From an optimization exercise on the open Yosys and OpenROAD flow, aimed at small area; shortcuts taken in it are not production practice.
In this exercise RTL edits were held to simulation tests only and were not proved equivalent to the original.
No activity file was given, so power comes from the tool's default toggle rates.

== P ==
// sys_periph
module sys_periph (
   input  logic       sys_clk,
   input  logic       reset_n,
   input  logic       bus_sel,
   input  logic       bus_wr_en,
   input  logic       bus_rd_req,
   input  logic [7:0] bus_addr,
   input  logic [7:0] bus_wr_data,
   output logic [7:0] bus_rd_data,
   output logic       bus_ready,
   input  logic       uart_rx,
   output logic       uart_tx,
   output logic       cpu_clk_en,
   output logic       irq_n
);
export LEC_CHECK = 0
export CAP_MARGIN = 20
export CORE_MARGIN = 2
export CORE_UTILIZATION = 40
export CTS_BUF_LIST = sky130_fd_sc_hd__clkbuf_16
export CTS_CLUSTER_DIAMETER = 80
export CTS_CLUSTER_SIZE = 25
export SLEW_MARGIN = 20
create_clock -name core_clock -period 10.0 [get_ports {sys_clk}]
standard.sh (not shown) runs the stock make flow with config.mk's settings and CLKGATE_MAP_FILE= SYNTH_SCRIPT=/design/flow/synth_recipe.tcl, a recipe that flattens the netlist after the stock synthesis.
==> flow/flow/run.sh <==
#!/bin/bash
# Standard ORFS layout with three changes: ports are buffered with the
# smallest buffer, clock tree synthesis inserts no dummy loads, and
# gates off the critical paths are sized down after global routing.
set -euo pipefail
export BUFFER_PORTS_ARGS="-buffer_cell sky130_fd_sc_hd__buf_1"
export RECOVER_POWER=100
export CTS_ARGS="-sink_clustering_enable -repair_clock_nets -dont_use_dummy_load -buf_list sky130_fd_sc_hd__clkbuf_16 -sink_clustering_size 25 -sink_clustering_max_diameter 80"
bash standard.sh synth > synth.log 2>&1
bash standard.sh floorplan > floorplan.log 2>&1
bash standard.sh place > place.log 2>&1
bash standard.sh cts > cts.log 2>&1
bash standard.sh finish > finish.log 2>&1
In P the implementation completed, yet the final layout does not meet the checks, the culprit being max-capacitance violations, max-slew violations.
### P -> Q
- a change of CTS_CLUSTER_SIZE from 25 to 8
- a change of CTS_CLUSTER_DIAMETER from 80 to 40
- a change of CTS_BUF_LIST from sky130_fd_sc_hd__clkbuf_16 to sky130_fd_sc_hd__clkbuf_4
- a change of SLEW_MARGIN from 20 to 5
- a change of CAP_MARGIN from 20 to 5
==> flow/run.sh (new file) <==
#!/bin/bash
# synth_recipe.tcl (not shown) runs the flow's synth.tcl, then flattens the netlist and writes it again
# the make line also repeats each setting of config.mk as NAME=value (left out here)
make -C /OpenROAD-flow-scripts/flow DESIGN_CONFIG=/design/flow/config.mk WORK_HOME=/design/flow/orfs CLKGATE_MAP_FILE= SYNTH_SCRIPT=/design/flow/synth_recipe.tcl finish
removed: flow/flow/run.sh
removed: flow/standard.sh
Results
Q does better than P on final critical path time including I/O delays and setup.
Sort Q and P by share of the clock period used by the worst path desc -> top: P
Per the final summary, Q finished and its layout is clean on timing, DRC and antenna.
Overall global routing resource usage: lower on P
Compared to P, Q has total net switching power 14% higher.
The higher detailed route wirelength on metal2 of Q and P is in P.
Input changes introduced in R (baseline for comparison: Q):
- changing CAP_MARGIN from 5 to 20
- changing SLEW_MARGIN from 5 to 20
- changing CTS_BUF_LIST from sky130_fd_sc_hd__clkbuf_4 to sky130_fd_sc_hd__clkbuf_8
- changing CTS_CLUSTER_DIAMETER from 40 to 70
- changing CTS_CLUSTER_SIZE from 8 to 18
==> flow/flow/run.sh (new file) <==
#!/bin/bash
# Standard ORFS layout with two changes: ports are buffered with the
# smallest buffer, and clock tree synthesis inserts no dummy loads.
set -euo pipefail
export BUFFER_PORTS_ARGS="-buffer_cell sky130_fd_sc_hd__buf_1"
export CTS_ARGS="-sink_clustering_enable -repair_clock_nets -dont_use_dummy_load -buf_list sky130_fd_sc_hd__clkbuf_8 -sink_clustering_size 18 -sink_clustering_max_diameter 70"
bash standard.sh synth > synth.log 2>&1
bash standard.sh floorplan > floorplan.log 2>&1
bash standard.sh place > place.log 2>&1
bash standard.sh cts > cts.log 2>&1
bash standard.sh finish > finish.log 2>&1
==> flow/standard.sh (new file) <==
#!/bin/bash
# synth_recipe.tcl (not shown) runs the flow's synth.tcl, then flattens the netlist and writes it again
# the make line also repeats each setting of config.mk as NAME=value (left out here)
make -C /OpenROAD-flow-scripts/flow DESIGN_CONFIG=/design/flow/config.mk WORK_HOME=/design/flow/orfs CLKGATE_MAP_FILE= SYNTH_SCRIPT=/design/flow/synth_recipe.tcl "${@:-finish}"
removed: flow/run.sh
==> comparison <==
Layout cell share with drive strength beyond 1 ended up 5.2 points lower on R than on Q.
In the metrics for R and Q, the one carrying the higher synthesis-to-layout area growth is Q.
On cell count after placement, R and Q are neck and neck.

* * *

Setup of run 1:
sys_periph again, from the RTL that the note above started with.
clock: 10.0 ns
lec_check: 0
cap_margin: 20
core_margin: 2
core_utilization: 40
cts_buf_list: sky130_fd_sc_hd__clkbuf_16
cts_cluster_diameter: 80
cts_cluster_size: 25
slew_margin: 20
==> flow/flow/run.sh <==
#!/bin/bash
# Standard ORFS layout with two changes: ports are buffered with the
# smallest buffer, and clock tree synthesis inserts no dummy loads.
set -euo pipefail
export BUFFER_PORTS_ARGS="-buffer_cell sky130_fd_sc_hd__buf_1"
export CTS_ARGS="-sink_clustering_enable -repair_clock_nets -dont_use_dummy_load -buf_list sky130_fd_sc_hd__clkbuf_16 -sink_clustering_size 25 -sink_clustering_max_diameter 80"
bash standard.sh synth > synth.log 2>&1
bash standard.sh floorplan > floorplan.log 2>&1
bash standard.sh place > place.log 2>&1
bash standard.sh cts > cts.log 2>&1
bash standard.sh finish > finish.log 2>&1
Run 1 finished end to end and its layout was clean on timing, DRC and antenna.
Relative to run 1, the following input files were edited for run 2:
Settings: swapping 20 for 5 in CAP_MARGIN; swapping sky130_fd_sc_hd__clkbuf_16 for sky130_fd_sc_hd__clkbuf_8 in CTS_BUF_LIST; swapping 25 for 18 in CTS_CLUSTER_SIZE; swapping 20 for 5 in SLEW_MARGIN; swapping 80 for 70 in CTS_CLUSTER_DIAMETER.
--- a/flow/flow/run.sh
+++ b/flow/flow/run.sh
@@ -4,5 +4,5 @@
 set -euo pipefail
 export BUFFER_PORTS_ARGS="-buffer_cell sky130_fd_sc_hd__buf_1"
-export CTS_ARGS="-sink_clustering_enable -repair_clock_nets -dont_use_dummy_load -buf_list sky130_fd_sc_hd__clkbuf_16 -sink_clustering_size 25 -sink_clustering_max_diameter 80"
+export CTS_ARGS="-sink_clustering_enable -repair_clock_nets -dont_use_dummy_load -buf_list sky130_fd_sc_hd__clkbuf_8 -sink_clustering_size 18 -sink_clustering_max_diameter 70"
 bash standard.sh synth > synth.log 2>&1
 bash standard.sh floorplan > floorplan.log 2>&1
--- outcome ---
Each of the runs, namely run 1 and run 2, reached the end of the flow and came out clean. Between run 1 and run 2, the difference in synthesized area is negligible. Relative to run 1, the worst-case hold slack of run 2 is higher by 5.4 ps. Diff run 1 -> run 2: clock-pin slew on the worst setup and hold paths rose 20 ps, final clock period utilization by the worst path went down 0.53 points, arrival time at the worst endpoint was more or less identical. Setup slack: run 2 more than run 1. Per the comparison of run 2 with run 1, total via count in the routed design barely changed, clock network fraction of total power lower.
The following lists how run 3 was set up differently from run 2:
Settings: a change of SLEW_MARGIN from 5 to 20; a change of CTS_CLUSTER_DIAMETER from 70 to 80; a change of CTS_BUF_LIST from sky130_fd_sc_hd__clkbuf_8 to sky130_fd_sc_hd__clkbuf_16; a change of CTS_CLUSTER_SIZE from 18 to 25; a change of CAP_MARGIN from 5 to 20.
==> flow/run.sh (new file) <==
#!/bin/bash
# synth_recipe.tcl (not shown) runs the flow's synth.tcl, then flattens the netlist and writes it again
# the make line also repeats each setting of config.mk as NAME=value (left out here)
make -C /OpenROAD-flow-scripts/flow DESIGN_CONFIG=/design/flow/config.mk WORK_HOME=/design/flow/orfs CLKGATE_MAP_FILE= SYNTH_SCRIPT=/design/flow/synth_recipe.tcl finish
removed: flow/flow/run.sh
removed: flow/standard.sh
| met1 global-route usage | run 3 vs run 2 | 0.71 points lower |
Measured against each other, run 2 and run 3 differ in number of global-route vias before repair, the lower figure coming from run 2.
Delta(worst setup slack, run 3 - run 2) < 0
Comparing run 2 and run 3, the lower initial antenna violation count was measured on run 2.
Run 2 → run 3: wire length moved up, routed metal-1 wire length moved down, non-clock buffer count moved up, met2 wire length moved down, largest net degree at the start of global routing moved down.
Register-to-register slack (lower): run 3

## separate check: timing with driven ports
In the flow no input, the clock included, has a driving cell. The finished layouts below were timed again as built, in two steps.
Step 1: set_driving_cell puts a clkbuf_16 on sys_clk and a buf_2 on each other input, an assumption about the parent block.
Step 2, shift: input delay + t, output delay - t, t = (earliest + latest rising clock arrival at the registers) / 2. This alone moves slack from input paths to output paths.
Slacks: ideal ports / drivers / drivers and shift; pairs: ideal ports / drivers.
| run | shift t [ns] | setup WS [ns] | worst data-port slew with drivers (ns) |
|---|---|---|---|
| P | 0.605 | 3.327 / 3.359 / 2.753 | 0.05 |
| Q | 0.783 | 5.388 / 5.419 / 4.635 | 0.05 |
| R | 0.680 | 5.511 / 5.511 / 4.974 | 0.05 |
| run 1 | 0.603 | 5.498 / 5.500 / 4.929 | 0.05 |
| run 2 | 0.680 | 5.551 / 5.572 / 4.903 | 0.06 |
| run 3 | 0.616 | 5.235 / 5.266 / 4.650 | 0.05 |
The setup slack of Q, which loses most, moves by +0.031 ns with the drivers and by -0.753 ns with both steps.
